Background: an optimization exercise with open tools, aiming at small area, a short achievable clock period and few clock cycles. Do not read the settings as production practice. At most, simulation tests tie the RTL to the original design; equivalence was not proved. Only the layout flow was run in run 1; the RTL was not checked for function there.

**flow/config.mk**
```make
export PLATFORM = sky130hd
export DESIGN_NAME = aes_key_sched_ctrl
export DESIGN_NICKNAME = aes_key_sched_ctrl
export VERILOG_FILES = /design/flow/design.v
export SDC_FILE = /design/flow/constraint.sdc
export NUM_CORES = 4
export LEC_CHECK = 0
export CAP_MARGIN = 20
export CORE_MARGIN = 2
export CORE_UTILIZATION = 55
export CTS_CLUSTER_DIAMETER = 100
export CTS_CLUSTER_SIZE = 20
export SLEW_MARGIN = 20
export SYNTH_HIERARCHICAL = 1
export SYNTH_MINIMUM_KEEP_SIZE = 0
```
**flow/constraint.sdc**
```tcl
create_clock -name core_clock -period 28.0 [get_ports {clk}]
set_input_delay 5.6000 -clock core_clock [delete_from_list [all_inputs] [get_ports {clk}]]
set_output_delay 5.6000 -clock core_clock [all_outputs]
set_load 0.01 [all_outputs]
```
**flow/design.v**
```verilog
package aes_pkg;
    localparam int NR = 10;
    localparam logic [7:0] RCON_INIT = 8'h01;
    localparam logic [7:0] RCON_LAST = 8'h1b;    
    function automatic logic [7:0] xtime(input logic [7:0] b);
        xtime = {b[6:0], 1'b0} ^ (b[7] ? 8'h1b : 8'h00);
    endfunction
endpackage
module aes_sbox (
    input  logic [7:0] a,
    output logic [7:0] s
);
    logic U0, U1, U2, U3, U4, U5, U6, U7;
    logic T1, T2, T3, T4, T5, T6, T7, T8, T9, T10;
    logic T11, T12, T13, T14, T15, T16, T17, T18, T19, T20;
    logic T21, T22, T23, T24, T25, T26, T27, M1, M2, M3;
    logic M4, M5, M6, M7, M8, M9, M10, M11, M12, M13;
    logic M14, M15, M16, M17, M18, M19, M20, M21, M22, M23;
    logic M24, M25, M26, M27, M28, M29, M30, M31, M32, M33;
    logic M34, M35, M36, M37, M38, M39, M40, M41, M42, M43;
    logic M44, M45, M46, M47, M48, M49, M50, M51, M52, M53;
    logic M54, M55, M56, M57, M58, M59, M60, M61, M62, M63;
    logic L0, L1, L2, L3, L4, L5, L6, L7, L8, L9;
    logic L10, L11, L12, L13, L14, L15, L16, L17, L18, L19;
    logic L20, L21, L22, L23, L24, L25, L26, L27, L28, L29;
    logic S0, S1, S2, S3, S4, S5, S6, S7;
    assign {U0, U1, U2, U3, U4, U5, U6, U7} = a;
    aes_g_xor g000 (.a(U0), .b(U3), .y(T1));
    aes_g_xor g001 (.a(U0), .b(U5), .y(T2));
    aes_g_xor g002 (.a(U0), .b(U6), .y(T3));
    aes_g_xor g003 (.a(U3), .b(U5), .y(T4));
    aes_g_xor g004 (.a(U4), .b(U6), .y(T5));
    aes_g_xor g005 (.a(T1), .b(T5), .y(T6));
    aes_g_xor g006 (.a(U1), .b(U2), .y(T7));
    aes_g_xor g007 (.a(U7), .b(T6), .y(T8));
    aes_g_xor g008 (.a(U7), .b(T7), .y(T9));
    aes_g_xor g009 (.a(T6), .b(T7), .y(T10));
    aes_g_xor g010 (.a(U1), .b(U5), .y(T11));
    aes_g_xor g011 (.a(U2), .b(U5), .y(T12));
    aes_g_xor g012 (.a(T3), .b(T4), .y(T13));
    aes_g_xor g013 (.a(T6), .b(T11), .y(T14));
    aes_g_xor g014 (.a(T5), .b(T11), .y(T15));
    aes_g_xor g015 (.a(T5), .b(T12), .y(T16));
    aes_g_xor g016 (.a(T9), .b(T16), .y(T17));
    aes_g_xor g017 (.a(U3), .b(U7), .y(T18));
    aes_g_xor g018 (.a(T7), .b(T18), .y(T19));
    aes_g_xor g019 (.a(T1), .b(T19), .y(T20));
    aes_g_xor g020 (.a(U6), .b(U7), .y(T21));
    aes_g_xor g021 (.a(T7), .b(T21), .y(T22));
    aes_g_xor g022 (.a(T2), .b(T22), .y(T23));
    aes_g_xor g023 (.a(T2), .b(T10), .y(T24));
    aes_g_xor g024 (.a(T20), .b(T17), .y(T25));
    aes_g_xor g025 (.a(T3), .b(T16), .y(T26));
    aes_g_xor g026 (.a(T1), .b(T12), .y(T27));
    aes_g_nand g027 (.a(T13), .b(T6), .y(M1));
    aes_g_nand g028 (.a(T23), .b(T8), .y(M2));
    aes_g_xnor g029 (.a(T14), .b(M1), .y(M3));
    aes_g_nand g030 (.a(T19), .b(U7), .y(M4));
    aes_g_xor g031 (.a(M4), .b(M1), .y(M5));
    aes_g_nand g032 (.a(T3), .b(T16), .y(M6));
    aes_g_nand g033 (.a(T22), .b(T9), .y(M7));
    aes_g_xnor g034 (.a(T26), .b(M6), .y(M8));
    aes_g_nand g035 (.a(T20), .b(T17), .y(M9));
    aes_g_xor g036 (.a(M9), .b(M6), .y(M10));
    aes_g_nand g037 (.a(T1), .b(T15), .y(M11));
    aes_g_nand g038 (.a(T4), .b(T27), .y(M12));
    aes_g_xor g039 (.a(M12), .b(M11), .y(M13));
    aes_g_nand g040 (.a(T2), .b(T10), .y(M14));
    aes_g_xor g041 (.a(M14), .b(M11), .y(M15));
    aes_g_xnor g042 (.a(M3), .b(M2), .y(M16));
    aes_g_xor g043 (.a(M5), .b(T24), .y(M17));
    aes_g_xnor g044 (.a(M8), .b(M7), .y(M18));
    aes_g_xor g045 (.a(M10), .b(M15), .y(M19));
    aes_g_xor g046 (.a(M16), .b(M13), .y(M20));
    aes_g_xor g047 (.a(M17), .b(M15), .y(M21));
    aes_g_xor g048 (.a(M18), .b(M13), .y(M22));
    aes_g_xor g049 (.a(M19), .b(T25), .y(M23));
    aes_g_xor g050 (.a(M22), .b(M23), .y(M24));
    aes_g_nand g051 (.a(M22), .b(M20), .y(M25));
    aes_g_xnor g052 (.a(M21), .b(M25), .y(M26));
    aes_g_xor g053 (.a(M20), .b(M21), .y(M27));
    aes_g_xnor g054 (.a(M23), .b(M25), .y(M28));
    aes_g_nand g055 (.a(M28), .b(M27), .y(M29));
    aes_g_nand g056 (.a(M26), .b(M24), .y(M30));
    aes_g_nand g057 (.a(M20), .b(M23), .y(M31));
    aes_g_andn g058 (.a(M27), .b(M31), .y(M32));
    aes_g_xnor g059 (.a(M27), .b(M25), .y(M33));
    aes_g_nand g060 (.a(M21), .b(M22), .y(M34));
    aes_g_andn g061 (.a(M24), .b(M34), .y(M35));
    aes_g_xnor g062 (.a(M24), .b(M25), .y(M36));
    aes_g_xnor g063 (.a(M21), .b(M29), .y(M37));
    aes_g_xor g064 (.a(M32), .b(M33), .y(M38));
    aes_g_xnor g065 (.a(M23), .b(M30), .y(M39));
    aes_g_xor g066 (.a(M35), .b(M36), .y(M40));
    aes_g_xor g067 (.a(M38), .b(M40), .y(M41));
    aes_g_xor g068 (.a(M37), .b(M39), .y(M42));
    aes_g_xor g069 (.a(M37), .b(M38), .y(M43));
    aes_g_xor g070 (.a(M39), .b(M40), .y(M44));
    aes_g_xor g071 (.a(M42), .b(M41), .y(M45));
    aes_g_nand g072 (.a(M44), .b(T6), .y(M46));
    aes_g_nand g073 (.a(M40), .b(T8), .y(M47));
    aes_g_nand g074 (.a(M39), .b(U7), .y(M48));
    aes_g_nand g075 (.a(M43), .b(T16), .y(M49));
    aes_g_nand g076 (.a(M38), .b(T9), .y(M50));
    aes_g_nand g077 (.a(M37), .b(T17), .y(M51));
    aes_g_nand g078 (.a(M42), .b(T15), .y(M52));
    aes_g_nand g079 (.a(M45), .b(T27), .y(M53));
    aes_g_nand g080 (.a(M41), .b(T10), .y(M54));
    aes_g_nand g081 (.a(M44), .b(T13), .y(M55));
    aes_g_nand g082 (.a(M40), .b(T23), .y(M56));
    aes_g_nand g083 (.a(M39), .b(T19), .y(M57));
    aes_g_nand g084 (.a(M43), .b(T3), .y(M58));
    aes_g_nand g085 (.a(M38), .b(T22), .y(M59));
    aes_g_nand g086 (.a(M37), .b(T20), .y(M60));
    aes_g_nand g087 (.a(M42), .b(T1), .y(M61));
    aes_g_nand g088 (.a(M45), .b(T4), .y(M62));
    aes_g_nand g089 (.a(M41), .b(T2), .y(M63));
    aes_g_xor g090 (.a(M61), .b(M62), .y(L0));
    aes_g_xor g091 (.a(M50), .b(M56), .y(L1));
    aes_g_xor g092 (.a(M46), .b(M48), .y(L2));
    aes_g_xor g093 (.a(M47), .b(M55), .y(L3));
    aes_g_xor g094 (.a(M54), .b(M58), .y(L4));
    aes_g_xor g095 (.a(M49), .b(M61), .y(L5));
    aes_g_xnor g096 (.a(M62), .b(L5), .y(L6));
    aes_g_xnor g097 (.a(M46), .b(L3), .y(L7));
    aes_g_xor g098 (.a(M51), .b(M59), .y(L8));
    aes_g_xor g099 (.a(M52), .b(M53), .y(L9));
    aes_g_xnor g100 (.a(M53), .b(L4), .y(L10));
    aes_g_xnor g101 (.a(M60), .b(L2), .y(L11));
    aes_g_xor g102 (.a(M48), .b(M51), .y(L12));
    aes_g_xnor g103 (.a(M50), .b(L0), .y(L13));
    aes_g_xor g104 (.a(M52), .b(M61), .y(L14));
    aes_g_xnor g105 (.a(M55), .b(L1), .y(L15));
    aes_g_xnor g106 (.a(M56), .b(L0), .y(L16));
    aes_g_xnor g107 (.a(M57), .b(L1), .y(L17));
    aes_g_xnor g108 (.a(M58), .b(L8), .y(L18));
    aes_g_xnor g109 (.a(M63), .b(L4), .y(L19));
    aes_g_xor g110 (.a(L0), .b(L1), .y(L20));
    aes_g_xor g111 (.a(L1), .b(L7), .y(L21));
    aes_g_xor g112 (.a(L3), .b(L12), .y(L22));
    aes_g_xor g113 (.a(L18), .b(L2), .y(L23));
    aes_g_xor g114 (.a(L15), .b(L9), .y(L24));
    aes_g_xor g115 (.a(L6), .b(L10), .y(L25));
    aes_g_xor g116 (.a(L7), .b(L9), .y(L26));
    aes_g_xor g117 (.a(L8), .b(L10), .y(L27));
    aes_g_xor g118 (.a(L11), .b(L14), .y(L28));
    aes_g_xor g119 (.a(L11), .b(L17), .y(L29));
    aes_g_xor g120 (.a(L6), .b(L24), .y(S0));
    aes_g_xnor g121 (.a(L16), .b(L26), .y(S1));
    aes_g_xnor g122 (.a(L19), .b(L28), .y(S2));
    aes_g_xor g123 (.a(L6), .b(L21), .y(S3));
    aes_g_xor g124 (.a(L20), .b(L22), .y(S4));
    aes_g_xor g125 (.a(L25), .b(L29), .y(S5));
    aes_g_xnor g126 (.a(L13), .b(L27), .y(S6));
    aes_g_xnor g127 (.a(L6), .b(L23), .y(S7));
    assign s = {S0, S1, S2, S3, S4, S5, S6, S7};
endmodule
module aes_g_xor (
    input  logic a,
    input  logic b,
    output logic y
);
    assign y = a ^ b;
endmodule
module aes_g_xnor (
    input  logic a,
    input  logic b,
    output logic y
);
    assign y = ~(a ^ b);
endmodule
module aes_g_nand (
    input  logic a,
    input  logic b,
    output logic y
);
    assign y = ~(a & b);
endmodule
module aes_g_nor (
    input  logic a,
    input  logic b,
    output logic y
);
    assign y = ~(a | b);
endmodule
module aes_g_andn (
    input  logic a,
    input  logic b,
    output logic y
);
    assign y = a & ~b;
endmodule
module aes_key_round (
    input  logic [31:0] w_m4,     
    input  logic [31:0] w_m1,     
    input  logic [7:0]  rcon,
    output logic [31:0] w_new     
);
    logic [31:0] rot;
    logic [31:0] sub;
    assign rot = {w_m1[23:0], w_m1[31:24]};
    for (genvar i = 0; i < 4; i++) begin : g_sbox
        aes_sbox u_sbox (
            .a (rot[8*i +: 8]),
            .s (sub[8*i +: 8])
        );
    end
    assign w_new = w_m4 ^ sub ^ {rcon, 24'h000000};
endmodule
module aes_key_sched_ctrl #(
    parameter int NR = aes_pkg::NR
) (
    input  logic         clk,
    input  logic         rst_n,
    input  logic         key_valid,
    input  logic [127:0] key_in,
    output logic         key_ready,
    output logic         busy,
    output logic         keys_valid,
    input  logic [3:0]   rd_idx,
    output logic [127:0] rd_key
);
    localparam int NW = NR + 3;          
    logic        busy_q;                 
    logic        busy_o;                 
    logic        ready_o;                
    logic        kv_q;
    logic [7:0]  rcon;
    logic        accept;
    logic        last;
    logic [31:0] w [0:NW-1];
    logic [31:0] e [0:NW];               
    logic [31:0] ka, kb, kc, kd;
    logic [31:0] nw;
    assign key_ready  = ready_o;
    assign busy       = busy_o;
    assign keys_valid = kv_q;
    assign accept     = key_valid & ~busy_q;
    assign last = (rcon == aes_pkg::RCON_LAST);
    always_ff @(posedge clk or negedge rst_n) begin
        if (!rst_n) begin
            busy_q  <= 1'b0;
            ready_o <= 1'b1;
            kv_q    <= 1'b0;
        end else if (accept) begin
            busy_q  <= 1'b1;
            ready_o <= 1'b0;
            kv_q    <= 1'b0;
        end else if (busy_q && last) begin
            busy_q  <= 1'b0;
            ready_o <= 1'b1;
            kv_q    <= 1'b1;
        end
    end
    always_ff @(posedge clk or negedge rst_n) begin
        if (!rst_n) busy_o <= 1'b0;
        else        busy_o <= (key_valid & ready_o) | (busy_o & ~last);
    end
    always_ff @(posedge clk) begin
        if (accept)      rcon <= aes_pkg::RCON_INIT;
        else if (busy_q) rcon <= aes_pkg::xtime(rcon);
    end
    aes_key_round u_round (.w_m4(w[NW-4]), .w_m1(w[NW-1]), .rcon(rcon), .w_new(nw));
    assign ka = key_in[127:96];
    assign kb = key_in[95:64];
    assign kc = key_in[63:32];
    assign kd = key_in[31:0];
    logic [3:0] ld_en;
    for (genvar q = 0; q < 4; q++) begin : g_ld_en
        aes_g_or2 u_or (.a(key_valid), .b(busy_q), .y(ld_en[q]));
    end
    logic [31:0] ld_key [0:3];
    logic [31:0] ld_sh  [0:3];
    logic [31:0] ld_d   [0:3];
    assign ld_key[0] = ka ^ kb ^ kc ^ kd;
    assign ld_key[1] = kd ^ kb;
    assign ld_key[2] = kd ^ kc;
    assign ld_key[3] = kd;
    assign ld_sh[0]  = w[NW-3];
    assign ld_sh[1]  = w[NW-2];
    assign ld_sh[2]  = w[NW-1];
    assign ld_sh[3]  = nw;
    for (genvar k = 0; k < 4; k++) begin : g_ld
        for (genvar j = 0; j < 32; j++) begin : g_bit
            aes_g_ao22 u_ao (.a0(busy_q), .b0(ld_sh[k][j]), .a1(~busy_q), .b1(ld_key[k][j]),
                             .y(ld_d[k][j]));
        end
    end
    always_ff @(posedge clk) begin
        if (busy_q) begin
            for (int k = 0; k < NW - 4; k++) w[k] <= w[k+1];
        end
        for (int q = 0; q < 4; q++) begin
            if (ld_en[q]) begin
                for (int k = NW - 4; k < NW; k++) w[k][8*q +: 8] <= ld_d[k-NW+4][8*q +: 8];
            end
        end
    end
    always_comb begin
        for (int k = 0; k < NW; k++) e[k] = w[k];
        e[NW] = nw;
    end
    localparam int HI_LANE = 4;
    localparam int LO_LANE = 8;
    logic [31:0] b [0:6];
    logic [31:0] m [0:3];
    for (genvar q = 0; q < 32 / HI_LANE; q++) begin : g_hl
        logic [2:0] hi;
        aes_rd_dec_hi #(.N(NR + 1)) u_hi (.idx(rd_idx), .hi(hi));
        for (genvar j = HI_LANE*q; j < HI_LANE*q + HI_LANE; j++) begin : g_bit
            for (genvar t = 0; t < 6; t++) begin : g_blk
                logic [2:0] d;
                for (genvar g = 0; g < 3; g++) begin : g_in
                    assign d[g] = e[4*g + t][j];
                end
                aes_rd_sel3 u_s3 (.sel(hi), .d(d), .y(b[t][j]));
            end
            aes_rd_sel2 u_s2 (.sel(hi[1:0]), .d({e[10][j], e[6][j]}), .y(b[6][j]));
        end
    end
    for (genvar q = 0; q < 32 / LO_LANE; q++) begin : g_ll
        logic [3:0] lo;
        aes_rd_dec_lo u_lo (.idx(rd_idx[1:0]), .lo(lo));
        for (genvar j = LO_LANE*q; j < LO_LANE*q + LO_LANE; j++) begin : g_bit
            for (genvar k = 0; k < 4; k++) begin : g_win
                logic [3:0] d;
                for (genvar s = 0; s < 4; s++) begin : g_in
                    assign d[s] = b[s+k][j];
                end
                aes_rd_sel4 u_s4 (.sel(lo), .d(d), .y(m[k][j]));
            end
        end
    end
    always_ff @(posedge clk) begin
        rd_key <= {(m[3] ^ m[2]) ^ (m[1] ^ m[0]), m[3] ^ m[1], m[3] ^ m[2], m[3]};
    end
endmodule
module aes_g_or2 (
    input  logic a,
    input  logic b,
    output logic y
);
    assign y = a | b;
endmodule
module aes_rd_dec_hi #(
    parameter int N = 11
) (
    input  logic [3:0] idx,
    output logic [2:0] hi
);
    for (genvar g = 0; g < 3; g++) begin : g_hi
        assign hi[g] = (idx[3:2] == 2'(g)) && (idx < 4'(N));
    end
endmodule
module aes_rd_dec_lo (
    input  logic [1:0] idx,
    output logic [3:0] lo
);
    for (genvar i = 0; i < 4; i++) begin : g_lo
        assign lo[i] = (idx == 2'(i));
    end
endmodule
module aes_rd_sel2 (
    input  logic [1:0] sel,
    input  logic [1:0] d,
    output logic       y
);
    assign y = |(sel & d);
endmodule
module aes_rd_sel3 (
    input  logic [2:0] sel,
    input  logic [2:0] d,
    output logic       y
);
    assign y = |(sel & d);
endmodule
module aes_rd_sel4 (
    input  logic [3:0] sel,
    input  logic [3:0] d,
    output logic       y
);
    assign y = |(sel & d);
endmodule
module aes_g_ao22 (
    input  logic a0,
    input  logic b0,
    input  logic a1,
    input  logic b1,
    output logic y
);
    assign y = (a0 & b0) | (a1 & b1);
endmodule
module aes_g_ao22n (
    input  logic a0,
    input  logic b0,
    input  logic a1,
    input  logic b1,
    output logic y
);
    assign y = ~((a0 & b0) | (a1 & b1));
endmodule
module aes_g_ao222n (
    input  logic a0,
    input  logic b0,
    input  logic a1,
    input  logic b1,
    input  logic a2,
    input  logic b2,
    output logic y
);
    assign y = ~((a0 & b0) | (a1 & b1) | (a2 & b2));
endmodule
```
**flow/flow/run.sh**
```bash
#!/bin/bash
# Layout flow: the standard layout (standard.sh: the standard synthesis and every ORFS
# step unchanged, at the design's clock period and constraints), except that the buffers
# that buffer_ports puts on every input and output port are sky130_fd_sc_hd__buf_2 instead
# of the cell buffer_ports picks by default (a clkdlybuf4s50 delay buffer).
# make's full output goes to flow_make.log here; each ORFS step also writes its own log
# under orfs/logs/.
set -euo pipefail
bash standard.sh 'BUFFER_PORTS_ARGS=-buffer_cell sky130_fd_sc_hd__buf_2' finish > flow_make.log 2>&1
```
**flow/standard.sh**
```bash
#!/bin/bash
# synth_recipe.tcl (not shown) runs the flow's synth.tcl, then flattens the netlist and writes it again
# the make line also repeats each setting of config.mk as NAME=value (left out here)
make -C /OpenROAD-flow-scripts/flow DESIGN_CONFIG=/design/flow/config.mk WORK_HOME=/design/flow/orfs CLKGATE_MAP_FILE= SYNTH_SCRIPT=/design/flow/synth_recipe.tcl "${@:-finish}"
```
==> Flow_metrics.wiki, run 1 <==
{| class="wikitable"
! Metric !! Value
|-
| Max Clock Skew || 0.01274 ns
|-
| Number of placement rows || 84
|-
| Ordered cell list for the critical path || buf_2 -> a211oi_2 -> buf_4 -> a222oi_1 -> inv_1 -> a22oi_1 -> nand2_1 -> xor2_1 -> xnor2_1
|-
| Met1 layer wirelength in the final routing || 31,230 um
|-
| Fin crit share || 26.18%
|-
| Simple logic cell fraction of the synthesized area || 4.785%
|-
| CTS Buf Count || 31
|-
| Compound-cell area share of the yosys netlist || 18.65%
|-
| Share of the synthesized netlist area taken by xor and xnor gates || 20.47%
|-
| Full die area || 54,820 sq um
|-
| Top-Level Pins || 266
|-
| Number of max-cap violations || 0
|-
| Final period demand of the worst path || 7.329 ns
|-
| Worst Hold End || w[0][17]
|-
| Biggest area consumer among synthesized cells || sky130_fd_sc_hd__edfxtp_1
|-
| Post-synth EDFFs || 416
|-
| Starting density of the core || 55.55%
|-
| Syn Area/Cell || 12.10 sq um
|-
| Pins over their slew limit || 0
|-
| Transition time at the pin with the least slew margin || 1.080 ns
|-
| Headroom to the max-slew limit || 28.01%
|-
| Number of fill cells in the layout || 4,231
|-
| Share of flip-flops with an asynchronous set or reset after synthesis || 0.7194%
|-
| Result of the run || finished clean
|-
| Clock-pin slew of the registers on the worst-case setup and hold paths || 0.09 ns
|-
| Post-CTS Resized || 0
|-
| Post-Syn Instances || 2,408
|-
| Number of storage elements in the synthesis netlist || 556
|-
| Met3 wire length || 4555 um
|-
| TritonCTS sink count || 556
|-
| Cell family contributing the most delay on the critical path || buffers and inverters
|-
| Startpoint of the lowest-slack hold path || w[1][17]
|-
| Buffers plus inverters on the worst setup path || 3
|-
| Top FF cell, synth || sky130_fd_sc_hd__edfxtp_1
|-
| Routed WL || 70,700 um
|-
| Deepest clock path buffer count || 3
|-
| Req. time, crit path || 28.50 ns
|-
| Number of vias in the routed layout || 20,960
|-
| Chip Width || 234.1 um
|-
| Portion of synthesized cell area occupied by the leading cell type || 42.88%
|-
| Die Y || 234.1 um
|-
| Unrepaired setup endpoints after global routing || no
|-
| Clock latency on the worst-skew pair || 0.62 ns
|-
| Input/output buffers || 265
|-
| Netlist area before placement || 29,130 sq um
|-
| Largest net degree at the start of global routing || 88
|-
| Top achievable clock speed || 0.1364 GHz
|-
| # nets final || 2,839
|-
| R2R setup slack || 20.82 ns
|-
| Count of endpoints failing setup in the final report || 0
|-
| Antenna violations before repair || 1
|-
| Biggest fanout along the worst timing path || 24
|-
| Remaining global-route overflow || 0
|-
| Crit Reg-Reg Endpoint || rd_key[122]
|-
| Post-DRT Antenna Nets || 0
|-
| Cell with the most instances after synthesis || sky130_fd_sc_hd__xor2_1
|-
| Vias in the first global route || 20,100
|-
| Min-Delay Path Class || flop to flop
|-
| Largest family of logic cells by synthesized area || XOR/XNOR gates
|-
| H-Tree Level Count || 1
|-
| R2r startpoint || w[12][23]
|-
| Setup crit end kind || flop
|-
| Cells taking the most area after synthesis || sky130_fd_sc_hd__edfxtp_1 43%, sky130_fd_sc_hd__xor2_1 13%, sky130_fd_sc_hd__dfxtp_1 9.3%
|-
| Core Box Area || 52,450 sq um
|-
| First-pass GRT wire length || 109,700 um
|-
| Mean number of vias per cell || 6.139
|-
| Critical path class || primary input to flop
|-
| Data arrival time of the critical path || 7.83 ns
|-
| Post-DP HPWL || 47,890 um
|-
| Setup Total Neg Slack || 0 ns
|-
| Hold bufs inserted after CTS || 0
|-
| Post-CTS Setup Repair Bufs || 0
|-
| Synth top cells by count || 432 x sky130_fd_sc_hd__xor2_1, 416 x sky130_fd_sc_hd__edfxtp_1, 267 x sky130_fd_sc_hd__nand2_1
|-
| Number of cells on the critical path || 9
|-
| Overall Global Routing Usage || 25.09%
|-
| Drt first-iter violations || 2,408
|-
| Post-detailed-route wirelength per cell || 20.70 um
|-
| Critical Path Max Stage Delay || 0.61 ns
|-
| Element type at the critical path start || primary input
|-
| DR DRC count || 0
|-
| Share of synthesized area spent on multiplexers || 0%
|-
| Total nets after synthesis || 2,543
|-
| First-pass iteration count of the detailed router || 7
|-
| Worst reg2reg path depth || 23
|-
| Fraction of the yosys area taken by sequential cells || 52.57%
|-
| Min-Delay Path Depth || 0
|-
| Area growth from synthesis to layout || 10.61%
|-
| Clock tree from TritonCTS || yes
|-
| RePlAce Congestion || 0.8939
|-
| Top layer reached by signal wires || met4
|-
| Root buf cell || sky130_fd_sc_hd__clkbuf_16
|-
| Worst slack at placement || 20.00 ns
|-
| Setup WS post-layout || 20.67 ns
|-
| Routed wire length on met2 || 33,290 um
|-
| Yosys synthesis warning count || 18
|-
| Final-report hold violation count || 0
|-
| Number of library cell types mapped by synthesis || 31
|-
| Synthesized-area fraction occupied by adder cells || 0%
|-
| Proportion of layout cells with a drive suffix above 1 || 13.83%
|-
| Crit-path slowest cell || sky130_fd_sc_hd__buf_2
|}
==> worst reg2reg max path, delay by kind of cell, from the launching register on <==
family          cells  cell delay [ns]
xor+xnor           16             5.31
simple gates        4             0.62
flops               1             0.54
compound gates      2             0.48
buf+inv             1             0.10
==> per-module statistics from Yosys (local to each module, per instance), a selection <==
module / copies in the design / cell area (sq um)
aes_g_xor: 280 / 8.758
aes_rd_sel2: 32 / 8.758
aes_g_or2: 4 / 6.256
aes_g_andn: 8 / 13.76
aes_rd_sel3: 192 / 13.76
aes_g_xnor: 96 / 8.758
==> final cells by class <==
class,count,area [sq um],share of cell area [%]
repair buffers,298,1574,4.885
well taps,688,860.8,2.672
inverters,202,760.7,2.361
diodes,1,2.502,0.007766
multi-input cells,1615,12820,39.78
flip-flops and latches,556,15320,47.54
clock buffers,55,887.1,2.753
==> through the flow <==
| stage | util [%] | hold WS [ns] | cells | cell area [sq um] |
|---|---|---|---|---|
| after floorplan | - | 0.4252 | 2408 | 29130 |
| after global placement | 59.73 | 0.4276 | 3359 | 31330 |
| after detailed placement | 59.73 | 0.4320 | 3359 | 31330 |
| after CTS | 61.43 | 0.4533 | 3414 | 32210 |
| after global routing | 61.44 | 0.4568 | 3415 | 32220 |
| final | 61.44 | 0.4523 | 3415 | 32220 |
==> registers in the layout, summed over array words and instances (netlist names) <==
name,cells
busy_q,1
w,416
ready_o,1
rd_key,128
busy_o,1
rcon,8
kv_q,1
==> worst max-delay path by stage <==
stage	startpoint	end	slack [ns]
after floorplan	busy_q	w[10][0]	18.25
after global placement	rd_idx[1]	rd_key[122]	20.12
after detailed placement	rd_idx[2]	rd_key[96]	20.00
after CTS	rd_idx[2]	rd_key[96]	20.68
after global routing	w[12][23]	rd_key[122]	20.33
final	rd_idx[1]	rd_key[96]	20.67
==> cell families after synthesis <==
group,after synthesis
compound gates,628
xor+xnor,667
buf+inv,237
flops,556
simple gates,320
==> cells in the final DEF (no fill, tap or decap), types with 2 or more instances in the layout <==
cell                        Yosys  final
sky130_fd_sc_hd__a211oi_2       8      8
sky130_fd_sc_hd__a222oi_1     192    192
sky130_fd_sc_hd__a22o_1       161    161
sky130_fd_sc_hd__a22oi_1      256    256
sky130_fd_sc_hd__a31o_1         3      3
sky130_fd_sc_hd__and2_2         4      4
sky130_fd_sc_hd__and2b_2       12     12
sky130_fd_sc_hd__buf_2          1    265
sky130_fd_sc_hd__buf_4         32     33
sky130_fd_sc_hd__clkbuf_1       0     23
sky130_fd_sc_hd__clkbuf_16      0     32
sky130_fd_sc_hd__dfrtp_1        3      2
sky130_fd_sc_hd__dfxtp_1      136    136
sky130_fd_sc_hd__edfxtp_1     416    416
sky130_fd_sc_hd__inv_1        200    200
sky130_fd_sc_hd__nand2_1      267    267
sky130_fd_sc_hd__nor2_1        16     11
sky130_fd_sc_hd__nor2_2         1      5
sky130_fd_sc_hd__nor2b_2        0      4
sky130_fd_sc_hd__nor2b_4        8      8
sky130_fd_sc_hd__o21ai_1        7      7
sky130_fd_sc_hd__or2_1          4      4
sky130_fd_sc_hd__xnor2_1      227    227
sky130_fd_sc_hd__xor2_1       432    432
sky130_fd_sc_hd__xor3_1         8      8
==> per-layer routing <==
| metal | global-route usage (%) | vias up |
|---|---|---|
| li1 | - | 9704 |
| met1 | 35.98 | 10290 |
| met2 | 40.74 | 875 |
| met3 | 2.468 | 99 |
| met4 | 6.962 | 0 |
| met5 | 0 | - |
==> run 2: changes to the inputs <==
--- a/flow/design.v
+++ b/flow/design.v
@@ -191,9 +191,8 @@
     assign y = a & ~b;
 endmodule
 module aes_key_round (
-    input  logic [31:0] w_m4,     
+    input  logic [31:0] w_k,      
     input  logic [31:0] w_m1,     
-    input  logic [7:0]  rcon,
     output logic [31:0] w_new     
 );
     logic [31:0] rot;
@@ -205,7 +204,7 @@
             .s (sub[8*i +: 8])
         );
     end
-    assign w_new = w_m4 ^ sub ^ {rcon, 24'h000000};
+    assign w_new = w_k ^ sub;
 endmodule
 module aes_key_sched_ctrl #(
     parameter int NR = aes_pkg::NR
@@ -260,7 +259,9 @@
         if (accept)      rcon <= aes_pkg::RCON_INIT;
         else if (busy_q) rcon <= aes_pkg::xtime(rcon);
     end
-    aes_key_round u_round (.w_m4(w[NW-4]), .w_m1(w[NW-1]), .rcon(rcon), .w_new(nw));
+    logic [31:0] wk;
+    assign wk = w[NW-4] ^ {rcon, 24'h000000};
+    aes_key_round u_round (.w_k(wk), .w_m1(w[NW-1]), .w_new(nw));
     assign ka = key_in[127:96];
     assign kb = key_in[95:64];
     assign kc = key_in[63:32];
--- a/flow/config.mk
+++ b/flow/config.mk
@@ -5,11 +5,11 @@
 export SDC_FILE = /design/flow/constraint.sdc
 export NUM_CORES = 4
 export LEC_CHECK = 0
-export CAP_MARGIN = 20
+export CAP_MARGIN = 50
 export CORE_MARGIN = 2
 export CORE_UTILIZATION = 55
 export CTS_CLUSTER_DIAMETER = 100
 export CTS_CLUSTER_SIZE = 20
-export SLEW_MARGIN = 20
+export SLEW_MARGIN = 65
 export SYNTH_HIERARCHICAL = 1
 export SYNTH_MINIMUM_KEEP_SIZE = 0
==> Flow_metrics.wiki, run 2 <==
{| class="wikitable"
! Metric !! Value
|-
| R2r startpoint || w[12][9]
|-
| Hold bufs inserted after CTS || 0
|-
| Starting density of the core || 55.44%
|-
| Ordered cell list for the critical path || buf_4 -> a211oi_2 -> buf_4 -> a222oi_1 -> inv_1 -> a22oi_1 -> nand2_1 -> xor2_1 -> xnor2_1
|-
| Full die area || 54,720 sq um
|-
| Post-detailed-route wirelength per cell || 20.79 um
|-
| Crit-path most repeated cell || sky130_fd_sc_hd__buf_4
|-
| Cells taking the most area after synthesis || sky130_fd_sc_hd__edfxtp_1 43%, sky130_fd_sc_hd__xor2_1 13%, sky130_fd_sc_hd__dfxtp_1 9.4%
|-
| Worst setup path endpoint || rd_key[98]
|-
| Post-Syn Instances || 2,416
|-
| Fin crit share || 25.33%
|-
| Portion of synthesized cell area occupied by the leading cell type || 42.96%
|-
| Min-Delay Path Class || flop to flop
|-
| Element type at the critical path start || primary input
|-
| Overall Global Routing Usage || 25.39%
|-
| Input/output buffers || 265
|-
| Number of placement rows || 84
|-
| Root buf cell || sky130_fd_sc_hd__clkbuf_16
|-
| Netlist area before placement || 29,080 sq um
|-
| Critical Path Max Stage Delay || 0.39 ns
|-
| Count of endpoints failing setup in the final report || 0
|-
| Setup WS post-layout || 20.91 ns
|-
| Die Y || 233.9 um
|-
| Remaining global-route overflow || 0
|-
| Clock latency on the worst-skew pair || 0.57 ns
|-
| Share of flip-flops with an asynchronous set or reset after synthesis || 0.7194%
|-
| Post-DP HPWL || 49,660 um
|-
| Worst reg2reg path depth || 23
|-
| Top-Level Pins || 266
|-
| Total nets after synthesis || 2,551
|-
| Most frequent cells in the layout || 434 x sky130_fd_sc_hd__xor2_1, 416 x sky130_fd_sc_hd__edfxtp_1, 267 x sky130_fd_sc_hd__nand2_1
|-
| CTS Buf Count || 34
|-
| Largest registers ranked by flip-flop count || w (416), rd_key (128), rcon (8)
|-
| Post-DRT Antenna Nets || 0
|-
| Drt first-iter violations || 3,010
|-
| Max Clock Skew || 0.01778 ns
|-
| Biggest register || w
|-
| Post-CTS Resized || 0
|-
| Chip Width || 233.9 um
|-
| Number of library cell types mapped by synthesis || 30
|-
| Commonest non-fill, non-tap cell in the layout || sky130_fd_sc_hd__xor2_1
|-
| Crit-path slowest cell || sky130_fd_sc_hd__a222oi_1
|-
| First-pass GRT wire length || 109,700 um
|-
| Biggest area consumer among synthesized cells || sky130_fd_sc_hd__edfxtp_1
|-
| Syn Area/Cell || 12.03 sq um
|-
| R2R setup slack || 21.39 ns
|-
| RePlAce Congestion || 0.8494
|-
| Yosys synthesis warning count || 18
|-
| H-Tree Level Count || 2
|-
| Proportion of layout cells with a drive suffix above 1 || 15.15%
|-
| Crit Reg-Reg Endpoint || rd_key[114]
|-
| Vias in the first global route || 19,810
|-
| Flip-flop count of the largest register, all copies and words added || 416
|-
| Largest net degree at the start of global routing || 80
|-
| Pins over their slew limit || 0
|-
| Number of storage elements in the synthesis netlist || 556
|-
| First-pass iteration count of the detailed router || 7
|-
| Synth top cells by count || 448 x sky130_fd_sc_hd__xor2_1, 416 x sky130_fd_sc_hd__edfxtp_1, 267 x sky130_fd_sc_hd__nand2_1
|-
| Transition time at the pin with the least slew margin || 0.5015 ns
|-
| Clock-pin slew of the registers on the worst-case setup and hold paths || 0.08 ns
|-
| Antenna violations before repair || 2
|-
| Crit. Startpoint || rd_idx[1]
|-
| Req. time, crit path || 28.46 ns
|-
| Biggest fanout along the worst timing path || 24
|-
| Critical path class || primary input to flop
|-
| Top FF cell, synth || sky130_fd_sc_hd__edfxtp_1
|-
| Top achievable clock speed || 0.1410 GHz
|-
| Result of the run || finished clean
|-
| Number of max-cap violations || 0
|-
| Setup crit end kind || flop
|-
| Headroom to the max-slew limit || 66.45%
|-
| Setup Total Neg Slack || 0 ns
|-
| Area growth from synthesis to layout || 12.91%
|-
| Cell with the most instances after synthesis || sky130_fd_sc_hd__xor2_1
|-
| DR DRC count || 0
|-
| Core Box Area || 52,450 sq um
|-
| Routed WL || 71,530 um
|-
| Mean number of vias per cell || 6.136
|-
| # nets final || 2,863
|-
| Number of vias in the routed layout || 21,110
|-
| Final-report hold violation count || 0
|-
| Fraction of the yosys area taken by sequential cells || 52.68%
|-
| Worst slack at placement || 20.34 ns
|-
| Final period demand of the worst path || 7.093 ns
|-
| Clock tree from TritonCTS || yes
|-
| Deepest clock path buffer count || 3
|-
| Unrepaired setup endpoints after global routing || no
|-
| Post-CTS Setup Repair Bufs || 0
|-
| Data arrival time of the critical path || 7.55 ns
|-
| Post-synth EDFFs || 416
|-
| TritonCTS sink count || 556
|}
-- run 2: changes by cell type after synthesis, sizes merged --
cell | before | now
xor3 | 8 | 0
xor2 | 432 | 448
-- run 2: stage by stage --
step	cells	hold WS, ns	utilization (%)	cell area, sq um
after detailed placement	3376	0.4312	60.31	31630
after CTS	3436	0.4518	62.28	32660
after global placement	3365	0.4265	59.60	31260
after global routing	3441	0.4557	62.59	32830
after floorplan	2416	0.4252	-	29080
final	3441	0.4537	62.59	32830
-- run 2: how the worst min path moves through the flow --
stage | startpoint | endpoint | cells after the start
finish | w[7][0] | w[6][0] | 0
global route | w[7][7] | w[6][7] | 0
CTS | w[1][26] | w[0][26] | 0
detailed placement | w[1][14] | w[0][14] | 0
global placement | w[1][2] | w[0][2] | 0
floorplan | w[1][0] | w[0][0] | 0
-- run 2: modules after synthesis, one instance, submodules excluded, excerpt --
module,flip-flops and latches,cells
aes_key_round,0,32
aes_g_xor,0,1
aes_g_or2,0,1
aes_g_nand,0,1
aes_rd_dec_lo,0,4
aes_rd_sel3,0,2
aes_rd_sel4,0,3
aes_rd_sel2,0,1
aes_key_sched_ctrl,556,860
aes_g_xnor,0,1
aes_g_andn,0,1
-- run 2: worst max-delay path: cells and delay by family --
kind	cells	cell delay (ns)
compound gates	3	0.71
buf+inv	3	0.75
simple gates	1	0.13
xor+xnor	2	0.32
-- run 2: kinds of logic after synthesis --
kind of cell    after synthesis  share of synthesized area [%]
xor+xnor                    675                          20.33
flops                       556                          52.68
buf+inv                     237                          3.516
compound gates              628                          18.69
simple gates                320                          4.785
-- run 2: routing by layer --
metal  global-route usage [%]  up-vias  routed length (um)
li1                         -     9745                   -
met1                    35.93    10400               31160
met2                    42.26      883               34740
met3                    3.040       80                4508
met4                    5.281        2                1104
met5                        0        -                   7
-- run 2: cell type report --
type                       count  area [sq um]
fill                        4250         19620
sequential                   556         15320
multi-input combinational   1623         12940
timing repair buffer         311          1909
clock buffer                  57          1001
tap                          688         860.8
inverter                     202         765.7
clock inverter                 3         28.78
antenna                        1         2.502
Testbench counts of run 2, summed over its fixed seeds: cycles 3,856.
==> run 3: changes to the inputs <==
--- a/flow/config.mk
+++ b/flow/config.mk
@@ -7,9 +7,10 @@
 export LEC_CHECK = 0
 export CAP_MARGIN = 50
 export CORE_MARGIN = 2
-export CORE_UTILIZATION = 55
-export CTS_CLUSTER_DIAMETER = 100
-export CTS_CLUSTER_SIZE = 20
+export CORE_UTILIZATION = 60
+export CTS_BUF_LIST = sky130_fd_sc_hd__clkbuf_8
+export CTS_CLUSTER_DIAMETER = 80
+export CTS_CLUSTER_SIZE = 15
 export SLEW_MARGIN = 65
 export SYNTH_HIERARCHICAL = 1
 export SYNTH_MINIMUM_KEEP_SIZE = 0
==> Flow_metrics.wiki, run 3 <==
{| class="wikitable"
! Metric !! Value
|-
| Cell with the most instances after synthesis || sky130_fd_sc_hd__xor2_1
|-
| Final-report hold violation count || 0
|-
| Post-DRT Antenna Nets || 0
|-
| Proportion of layout cells with a drive suffix above 1 || 15.34%
|-
| Share of flip-flops with an asynchronous set or reset after synthesis || 0.7194%
|-
| Commonest non-fill, non-tap cell in the layout || sky130_fd_sc_hd__xor2_1
|-
| Ordered cell list for the critical path || buf_4 -> nor2_1 -> buf_4 -> a222oi_1 -> inv_1 -> a22oi_1 -> nand2_1 -> xor2_1 -> xnor2_1
|-
| Flip-flop count of the largest register, all copies and words added || 416
|-
| Drt first-iter violations || 2,880
|-
| Post-CTS Resized || 0
|-
| Synth top cells by count || 448 x sky130_fd_sc_hd__xor2_1, 416 x sky130_fd_sc_hd__edfxtp_1, 267 x sky130_fd_sc_hd__nand2_1
|-
| Yosys synthesis warning count || 18
|-
| Min-Delay Path Class || flop to flop
|-
| Most frequent cells in the layout || 432 x sky130_fd_sc_hd__xor2_1, 416 x sky130_fd_sc_hd__edfxtp_1, 267 x sky130_fd_sc_hd__nand2_1
|-
| Buffers plus inverters on the worst setup path || 3
|-
| Starting density of the core || 60.90%
|-
| Worst hold slack || 0.4351 ns
|-
| Count of endpoints failing setup in the final report || 0
|-
| Transition time at the pin with the least slew margin || 0.4935 ns
|-
| Post-Syn Instances || 2,416
|-
| Unrepaired setup endpoints after global routing || no
|-
| Number of vias in the routed layout || 21,210
|-
| Min-Delay Path Depth || 0
|-
| Number of cells on the critical path || 9
|-
| Critical Path Max Stage Delay || 0.41 ns
|-
| Final core occ || 67.90%
|-
| Worst reg2reg path depth || 23
|-
| Critical path class || primary input to flop
|-
| Number of placement rows || 80
|-
| Setup WS post-layout || 20.91 ns
|-
| Antenna violations before repair || 2
|-
| Pins over their slew limit || 0
|-
| RePlAce Congestion || 0.8781
|-
| Total nets after synthesis || 2,551
|-
| Biggest fanout along the worst timing path || 24
|-
| Routed WL || 68,610 um
|-
| Headroom to the max-slew limit || 66.99%
|-
| Root buf cell || sky130_fd_sc_hd__clkbuf_8
|-
| Overall Global Routing Usage || 26.83%
|-
| # nets final || 2,868
|-
| Top achievable clock speed || 0.1411 GHz
|-
| Post-placement cell area || 31,510 sq um
|-
| TritonCTS sink count || 556
|-
| Crit-path most repeated cell || sky130_fd_sc_hd__buf_4
|-
| Result of the run || finished clean
|-
| Number of max-cap violations || 0
|-
| CTS Buf Count || 43
|-
| Largest registers ranked by flip-flop count || w (416), rd_key (128), rcon (8)
|-
| Number of storage elements in the synthesis netlist || 556
|-
| Setup Total Neg Slack || 0 ns
|-
| Area growth from synthesis to layout || 11.50%
|-
| Number of library cell types mapped by synthesis || 30
|-
| Final period demand of the worst path || 7.086 ns
|-
| Post-synth EDFFs || 416
|-
| Post-DP HPWL || 47,560 um
|-
| Fraction of the yosys area taken by sequential cells || 52.68%
|-
| Portion of synthesized cell area occupied by the leading cell type || 42.96%
|-
| Mean number of vias per cell || 6.274
|-
| Core Box Area || 47,750 sq um
|-
| Deepest clock path buffer count || 3
|-
| Hold bufs inserted after CTS || 0
|-
| Biggest register || w
|-
| First-pass GRT wire length || 108,800 um
|-
| Vias in the first global route || 20,310
|-
| Top FF cell, synth || sky130_fd_sc_hd__edfxtp_1
|-
| # placed instances || 3,302
|-
| Element type at the critical path start || primary input
|-
| Post-detailed-route wirelength per cell || 20.29 um
|-
| Die Y || 224.1 um
|-
| Cell family contributing the most delay on the critical path || buffers and inverters
|-
| Syn Area/Cell || 12.03 sq um
|-
| Netlist area before placement || 29,080 sq um
|-
| Setup crit end kind || flop
|-
| Clock tree from TritonCTS || yes
|-
| Cells taking the most area after synthesis || sky130_fd_sc_hd__edfxtp_1 43%, sky130_fd_sc_hd__xor2_1 13%, sky130_fd_sc_hd__dfxtp_1 9.4%
|-
| Fin crit share || 25.31%
|-
| Full die area || 50,240 sq um
|-
| Input/output buffers || 265
|-
| Biggest area consumer among synthesized cells || sky130_fd_sc_hd__edfxtp_1
|-
| DR DRC count || 0
|-
| Largest net degree at the start of global routing || 70
|-
| Crit-path slowest cell || sky130_fd_sc_hd__a222oi_1
|-
| Data arrival time of the critical path || 7.63 ns
|-
| Post-CTS Setup Repair Bufs || 0
|-
| Max Clock Skew || 0.02745 ns
|-
| Clock-pin slew of the registers on the worst-case setup and hold paths || 0.11 ns
|-
| Req. time, crit path || 28.54 ns
|-
| H-Tree Level Count || 2
|-
| Post-route non-filler standard cell count || 3,381
|-
| Post-layout instance area || 32,420 sq um
|-
| Top-Level Pins || 266
|-
| Worst slack at placement || 20.30 ns
|-
| Chip Width || 224.1 um
|-
| Remaining global-route overflow || 0
|-
| Clock latency on the worst-skew pair || 0.66 ns
|-
| First-pass iteration count of the detailed router || 8
|}
-- run 3: cell counts after synthesis --
No cell type changed its count.
-- run 3: path summary, 6_finish.rpt --
path	from	end	slack, ns
max	rd_idx[2]	rd_key[101]	20.91
min	w[3][16]	w[2][16]	0.44
max reg2reg	w[12][25]	rd_key[99]	21.38
min reg2reg	w[3][16]	w[2][16]	0.44
max in group asynchronous	rst_n	ready_o	23.06
min in group asynchronous	rst_n	kv_q	4.74
-- run 3: final cells by class --
cell class                      count  area, sq um
Clock inverter                     31        123.9
Sequential cell                   556        15320
Clock buffer                       45        619.3
Fill cell                        3640        15330
Inverter                          202        765.7
Tap cell                          615        769.5
Timing Repair Buffer              307         1849
Multi-Input combinational cell   1623        12970
Antenna cell                        2        5.005
-- run 3: metal layers --
layer  wire [um]  global-route usage, %  share of wire (%)  vias up
met3        5109                  4.145                7.4       94
met1       29650                  38.21                 43    10410
met2       32540                  43.21                 47      967
li1            -                      -                  -     9743
met5           0                      0                  0        -
met4        1313                  6.925                1.9        0
-- run 3: cell families (layout without fill, tap and decap cells) --
logic type	after synthesis	after routing	share of synthesized area, %
AO/OA/AOI/OAI	628	628	18.69
XOR/XNOR	675	675	20.33
buffers and inverters	237	585	3.516
flip-flops	556	556	52.68
other	0	2	0
AND/OR/NAND/NOR	320	320	4.785
-- run 3: Yosys stat by module (local to each module, per instance), excerpt --
module | area, sq um | copies in the design | cells | flip-flops and latches
aes_g_andn | 13.76 | 8 | 1 | 0
aes_g_or2 | 6.256 | 4 | 1 | 0
aes_g_xnor | 8.758 | 96 | 1 | 0
aes_g_xor | 8.758 | 280 | 1 | 0
aes_rd_dec_lo | 26.28 | 4 | 4 | 0
aes_rd_sel2 | 8.758 | 32 | 1 | 0
aes_rd_sel3 | 13.76 | 192 | 2 | 0
aes_rd_sel4 | 18.77 | 128 | 3 | 0

## re-timing with driven ports
How much do the figures lean on ideal ports? The routed layouts below were timed once more, with nothing changed but the port constraints. Step 1 sets driving cells, clkbuf_16 on the clock port and buf_2 on the other inputs (assumed; they add their load-dependent delay and slew). Step 2, shift: input delay + t, output delay - t, t = (earliest + latest rising clock arrival at the registers) / 2. This alone moves slack from input paths to output paths. a / b / c = no drivers / after step 1 / after step 2; a / b = the first two.
| run | t (ns) | slack for setup (ns) | worst slew at a driven data input, ns |
|---|---|---|---|
| run 1 | 0.672 | 20.671 / 20.707 / 20.035 | 0.08 |
| run 2 | 0.625 | 20.907 / 20.945 / 20.320 | 0.10 |
| run 3 | 0.703 | 20.914 / 20.899 / 20.196 | 0.07 |
After both steps setup and hold are still met in every run listed. For run 3, which loses most, drivers alone change the setup slack by -0.015 ns; drivers and shift together by -0.718 ns.
